This is an optimization exercise on Yosys and OpenROAD, whose aim is small area, a short achievable clock period and few clock cycles per item, not a production implementation.
RTL that was checked went through simulation tests only; none was proved equivalent to the original.
Function not checked in run 1: the RTL went through the layout flow alone.

==> flow/design.v, too long to show whole: its modules and the start of the top module <==
// module accel_dynamic_magnitude: 1722 lines
module accel_dynamic_magnitude
(
    input  logic        clk,
    input  logic        rst_n,
    input  logic        s_axis_tvalid,
    output logic        s_axis_tready,
    input  logic [47:0] s_axis_tdata,
    output logic        m_axis_tvalid,
    input  logic        m_axis_tready,
    output logic [23:0] m_axis_tdata,
    output logic        m_axis_tuser
);
  // ...
==> flow/flow/run.sh <==
#!/bin/bash
set -e
export SETUP_SLACK_MARGIN=${SETUP_SLACK_MARGIN_OVERRIDE:-7.5}
bash standard.sh > standard.log 2>&1
==> flow/standard.sh <==
#!/bin/bash
# synth_recipe.tcl (not shown) runs the flow's synth.tcl, then flattens the netlist and writes it again
# the make line also repeats each setting of config.mk as NAME=value (left out here)
make -C /OpenROAD-flow-scripts/flow DESIGN_CONFIG=/design/flow/config.mk WORK_HOME=/design/flow/orfs CLKGATE_MAP_FILE= SYNTH_SCRIPT=/design/flow/synth_recipe.tcl "${@:-finish}"
==> flow/config.mk <==
export PLATFORM = sky130hd
export DESIGN_NAME = accel_dynamic_magnitude
export DESIGN_NICKNAME = accel_dynamic_magnitude
export VERILOG_FILES = /design/flow/design.v
export SDC_FILE = /design/flow/constraint.sdc
export NUM_CORES = 4
export LEC_CHECK = 0
export ABC_AREA = 1
export CAP_MARGIN = 20
export CORE_MARGIN = 2
export CORE_UTILIZATION = 40
export PLACE_DENSITY = 0.6
export SLEW_MARGIN = 20
==> flow/constraint.sdc <==
create_clock -name core_clock -period 12.0 [get_ports {clk}]
set_input_delay 2.4000 -clock core_clock [delete_from_list [all_inputs] [get_ports {clk}]]
set_output_delay 2.4000 -clock core_clock [all_outputs]
set_load 0.01 [all_outputs]
==> run_results.csv, run 1 <==
group,metric,value,unit
grt,grt_busiest_layer,"met2",
final_layout,fin_area,70800,µm²
final_layout,final_cell_mix,"nand2_1, inv_1, edfxtp_1",
detailed_routing,wl_met3,10.0,mm
critical_path,cp_top_family,"adder cells",
final_layout,finalNonFillerCells,9616,
final_layout,n_fill_cell,15300,
critical_path,r2r_start,"p1_dh0[14]",
run_status,outcome,"timing/DRC/antenna clean",
synthesis,synth_flop_cell,"edfxtp_1",
final_layout,multi_input_area,36700,µm²
detailed_routing,wl_per_cell,18.9,µm
synthesis,synth.most_common_cell,"nand2_1",
place,gp_congestion,0.939,
final_layout,bufAreaShareNonClock,3.80,%
grt,grt.overflow.total,0,
timing,drv_slew,0,
timing,finClkSkew,0.0420,ns
timing,worstMarginPinSlew,1.05,ns
synthesis,async_flop_share,15.9,%
floorplanning,die_w,401,µm
place,placedCellCount,9340,
synthesis,synth-adder-area-share,27.2,%
==> run 2, diff against run 1 <==
--- a/flow/design.v
+++ b/flow/design.v
@@ -96,31 +96,31 @@
                 end
                 if (cal_full && !(v1 && t1))
                 begin
                     dividing <= 1'b1;
                 end
             end
         end
     end
-    logic v0, t0;
-    assign v0 = in_accept;
-    assign t0 = !calibrated;
     logic [20:0] dfull0;
-    assign dfull0 = {{s_axis_tdata[15] ^ 1'b1, s_axis_tdata[14:0]}, 4'b0000} - q_eff[0];
+    assign dfull0 = {s_axis_tdata[15] ^ 1'b1, s_axis_tdata[14:0], 4'b0000} - q_eff[0];
     logic [16:0] dh0;
     assign dh0 = dfull0[20:4];
     logic [20:0] dfull1;
-    assign dfull1 = {{s_axis_tdata[31] ^ 1'b1, s_axis_tdata[30:16]}, 4'b0000} - q_eff[1];
+    assign dfull1 = {s_axis_tdata[31] ^ 1'b1, s_axis_tdata[30:16], 4'b0000} - q_eff[1];
     logic [16:0] dh1;
     assign dh1 = dfull1[20:4];
     logic [20:0] dfull2;
-    assign dfull2 = {{s_axis_tdata[47] ^ 1'b1, s_axis_tdata[46:32]}, 4'b0000} - q_eff[2];
+    assign dfull2 = {s_axis_tdata[47] ^ 1'b1, s_axis_tdata[46:32], 4'b0000} - q_eff[2];
     logic [16:0] dh2;
     assign dh2 = dfull2[20:4];
+    logic v0, t0;
+    assign v0 = in_accept;
+    assign t0 = !calibrated;
     logic [3:0] dl0;
     assign dl0 = dl_reg[0];
     logic [3:0] dl1;
     assign dl1 = dl_reg[1];
     logic [3:0] dl2;
     assign dl2 = dl_reg[2];
     logic [16:0] p1_dh0;
     always_ff @(posedge clk) if (adv) p1_dh0 <= dh0;
==> flow/run.sh (new file) <==
#!/bin/bash
# synth_recipe.tcl (not shown) runs the flow's synth.tcl, then flattens the netlist and writes it again
# the make line also repeats each setting of config.mk as NAME=value (left out here)
make -C /OpenROAD-flow-scripts/flow DESIGN_CONFIG=/design/flow/config.mk WORK_HOME=/design/flow/orfs CLKGATE_MAP_FILE= SYNTH_SCRIPT=/design/flow/synth_recipe.tcl finish
==> flow/config.mk (replaced) <==
export PLATFORM = sky130hd
export DESIGN_NAME = accel_dynamic_magnitude
export DESIGN_NICKNAME = accel_dynamic_magnitude
export VERILOG_FILES = /design/flow/design.v
export SDC_FILE = /design/flow/constraint.sdc
export NUM_CORES = 4
export LEC_CHECK = 0
export ABC_CLOCK_PERIOD_IN_PS = 5500
export CAP_MARGIN = 20
export CORE_MARGIN = 2
export CORE_UTILIZATION = 40
export PLACE_DENSITY = 0.6
export SLEW_MARGIN = 20
removed: flow/flow/run.sh
removed: flow/standard.sh
==> run 2 against run 1 <==
Clock skew fell by 0.011 ns. Sequential share of layout area rose by 1.8 points. Flip-flop and latch count did not move.
==> run_results.csv, run 2 <==
group,metric,value,unit
run_status,outcome,"timing/DRC/antenna clean",
synthesis,yosys.area.top_type_share,28.5,%
clocking,clkTransAtPathRegs,0.06,ns
synthesis,ys_seq_elements,699,
timing,finClkSkew,0.0309,ns
final_layout,final_common_cell,"inv_1",
floorplanning,die_y,393,µm
floorplanning,pin_count,79,
place,pre_cts_slack,5.95,ns
timing,post-route-period-util,50.7,%
final_layout,regMostFlops,"acc",
synthesis,ys_seq_area_share,33.5,%
final_layout,final-seq-area,20300,µm²
timing,slew_headroom,21.5,%
clocking,cts_setup_buffers,0,
detailed_routing,dr.pass1.iters,5,
floorplanning,core_area,150000,µm²
floorplanning,start_util,40.4,%
final_layout,final_nets,7058,
final_layout,final_util,44.3,%
clocking,clockBufferDepth,3,
final_layout,fin_area,66500,µm²
synthesis,synth.most_common_cell,"inv_1",
final_layout,finalNonFillerCells,8081,
clocking,cts.sinks,699,
final_layout,num_antenna_cells,0,
grt,grt_first_pass_wirelength,243,mm
timing,fmax,164,MHz
critical_path,cp_top_family,"adder cells",
clocking,cts_hold_buf,0,
timing,rsz0062_at_grt,"no",
final_layout,n_fill_cell,14200,
clocking,htreeDepth,3,
place,gp_congestion,0.876,
final_layout,largest_reg_flops,69,
critical_path,start_kind,"flip-flop",
critical_path,max_stage_delay,0.86,ns
synthesis,async_flop_share,15.9,%
final_layout,syn2layout_area_growth,9.73,%
critical_path,worstSetupEndpointType,"flip-flop",
critical_path,crit_chain,"clkinv_1, nor2_1, fa_1, inv_1, fa_1, fa_1, fa_1, inv_1, fa_1, inv_1, fa_1, fa_1, inv_1, fa_1",
clocking,cts_root_buf,"clkbuf_16",
place,dpl.hpwl,115,mm
timing,drv_slew,0,
grt,grt.overflow.total,0,
clocking,cts_tree,"done",
timing,setup_viol,0,
synthesis,yosysTopAreaCell,"edfxtp_1",
detailed_routing,antenna_left,0,
synthesis,syn_avg_cell_area,10.2,µm²
place,placedCellCount,7936,
timing,worstMarginPinSlew,1.18,ns
synthesis,ys_top_cells_by_count,"inv_1, nand2_1, fa_1",
clocking,cts_buffers,78,
place,post_dp_cell_area,63700,µm²
final_layout,final_cell_mix,"inv_1, nand2_1, fa_1",
critical_path,required,12.40,ns
final_layout,reg.largest.list,"acc: 69 flops, p2_cpa_a: 42 flops, p2_cpa_b: 41 flops",
grt,grt_max_degree,184,
synthesis,synth_flop_cell,"edfxtp_1",
detailed_routing,wl_per_cell,19.1,µm
critical_path,cp_slowest_cell,"edfxtp_1",
floorplanning,die_w,393,µm
detailed_routing,drt_iter0_drc,2498,
critical_path,critPathArrivalTime,6.49,ns
timing,tns,0,ns
critical_path,critPathMaxFanout,14,
detailed_routing,via_per_inst,5.21,
final_layout,multi_input_area,36300,µm²
timing,post-route-min-period,6.09,ns
detailed_routing,drc_errors,0,
critical_path,crit_type,"reg -> reg",
synthesis,netlist_instances,5968,
grt,grt_pass1_vias,43200,
critical_path,critical_path.most_common_cell,"fa_1",
place,io_buffers,75,
grt,track_usage,19.8,%
timing,timing.hold.ws,0.405,ns
floorplanning,rows,142,
clocking,cts.repair.resized,0,
min_path,hold_class,"reg -> reg",
clocking,insertion_delay,0.68,ns
synthesis,yosys-top-cells-area,"edfxtp_1, fa_1, ha_1",
synthesis,synth_edf_count,576,
run,drv_cap,0,
floorplanning,dieArea,155000,µm²
detailed_routing,vias,42100,
timing,layout_setup_ws,5.91,ns
grt,antenna_found_initial,0,
final_layout,drive_above_1_share,5.36,%
detailed_routing,wl,154,mm
synthesis,synth_warnings,5,
critical_path,worst-path-buf-inv,5,
synthesis,netlist-cell-type-count,105,
timing,hold_violations,0,
synthesis,mappedNetlistArea,60600,µm²
==> run 2: cell count changes after synthesis, sizes merged, moves of 43 or more <==
cell	before	now
and2	7	344
nand2	1933	634
xor2	190	108
mux2	0	87
o21ai	321	253
a21o	27	99
xnor2	107	204
nand3	255	80
o221ai	48	5
o31ai	9	57
nor2b	0	48
a21oi	377	307
nand2b	0	46
inv	1520	843
==> run 2: cell families (layout without fill, tap and decap cells) <==
logic type,Yosys count,count (layout),share of synthesized area (%)
flops,699,699,33.5
buf+inv,1050,1145,6.60
mux,113,113,2.04
fa+ha+maj,1006,1006,28.2
compound gates,1044,1044,11.2
other cells,1,3,0.00618
xor+xnor,312,312,4.51
simple gates,1743,1743,13.9
==> run 2: final cells by class <==
| class | count | share of cell area [%] |
|---|---|---|
| well taps | 2016 | 3.79 |
| flip-flops and latches | 699 | 30.6 |
| inverters | 849 | 4.80 |
| repair buffers | 151 | 2.01 |
| multi-input cells | 4221 | 54.6 |
| clock inverters | 50 | 1.01 |
| clock buffers | 95 | 3.20 |
==> run 2: metal layers <==
metal	up-vias	wire [µm]	global-route usage (%)
met5	-	0	0
li1	20100	-	-
met2	1003	75100	34.3
met1	20800	66900	25.8
met3	258	7550	2.64
met4	0	4620	5.95
==> run 2: path summary, 6_finish.rpt <==
kind	start	slack [ns]	cells after the start	endpoint
worst max-delay path	p1_dh0[0]	5.91	14	p2_cpa_b[24]
worst min-delay path	p8_sr13[2]	0.41	0	p9_sr15[2]
worst max register to register	p1_dh0[0]	5.91	14	p2_cpa_b[24]
worst min register to register	p8_sr13[2]	0.41	0	p9_sr15[2]
max in group asynchronous	rst_n	8.86	2	acc[0][3]
min in group asynchronous	rst_n	1.81	1	dstep[2]
Testbench counts of run 2, summed over its fixed seeds: cycles 3,296, items 3,200.

==> what the ideal ports hide <==
How much do the figures lean on ideal ports? The routed layouts below were timed once more, with nothing changed but the port constraints.
Step 1 (the two cells are an assumption about what drives the block):
set clk [get_ports {clk}]
set_driving_cell -lib_cell sky130_fd_sc_hd__clkbuf_16 $clk
set_driving_cell -lib_cell sky130_fd_sc_hd__buf_2 [delete_from_list [all_inputs] $clk]
Step 2, shift: input delay + t, output delay - t, t = (earliest + latest rising clock arrival at the registers) / 2. This alone moves slack from input paths to output paths.
a / b / c = ideal ports / drivers / drivers and shift; a / b = the first two.
run | t, ns | slack for setup (ns) | worst setup path at the end | latest minus earliest clock arrival (ns) | slew at the worst register clock pin (ns)
run 1 | 0.759 | 6.987 / 6.987 / 6.987 | register to register | 0.042 / 0.042 | 0.07 / 0.07
run 2 | 0.740 | 5.912 / 5.912 / 5.912 | register to register | 0.037 / 0.037 | 0.07 / 0.07
After both steps every run listed still meets setup and hold.
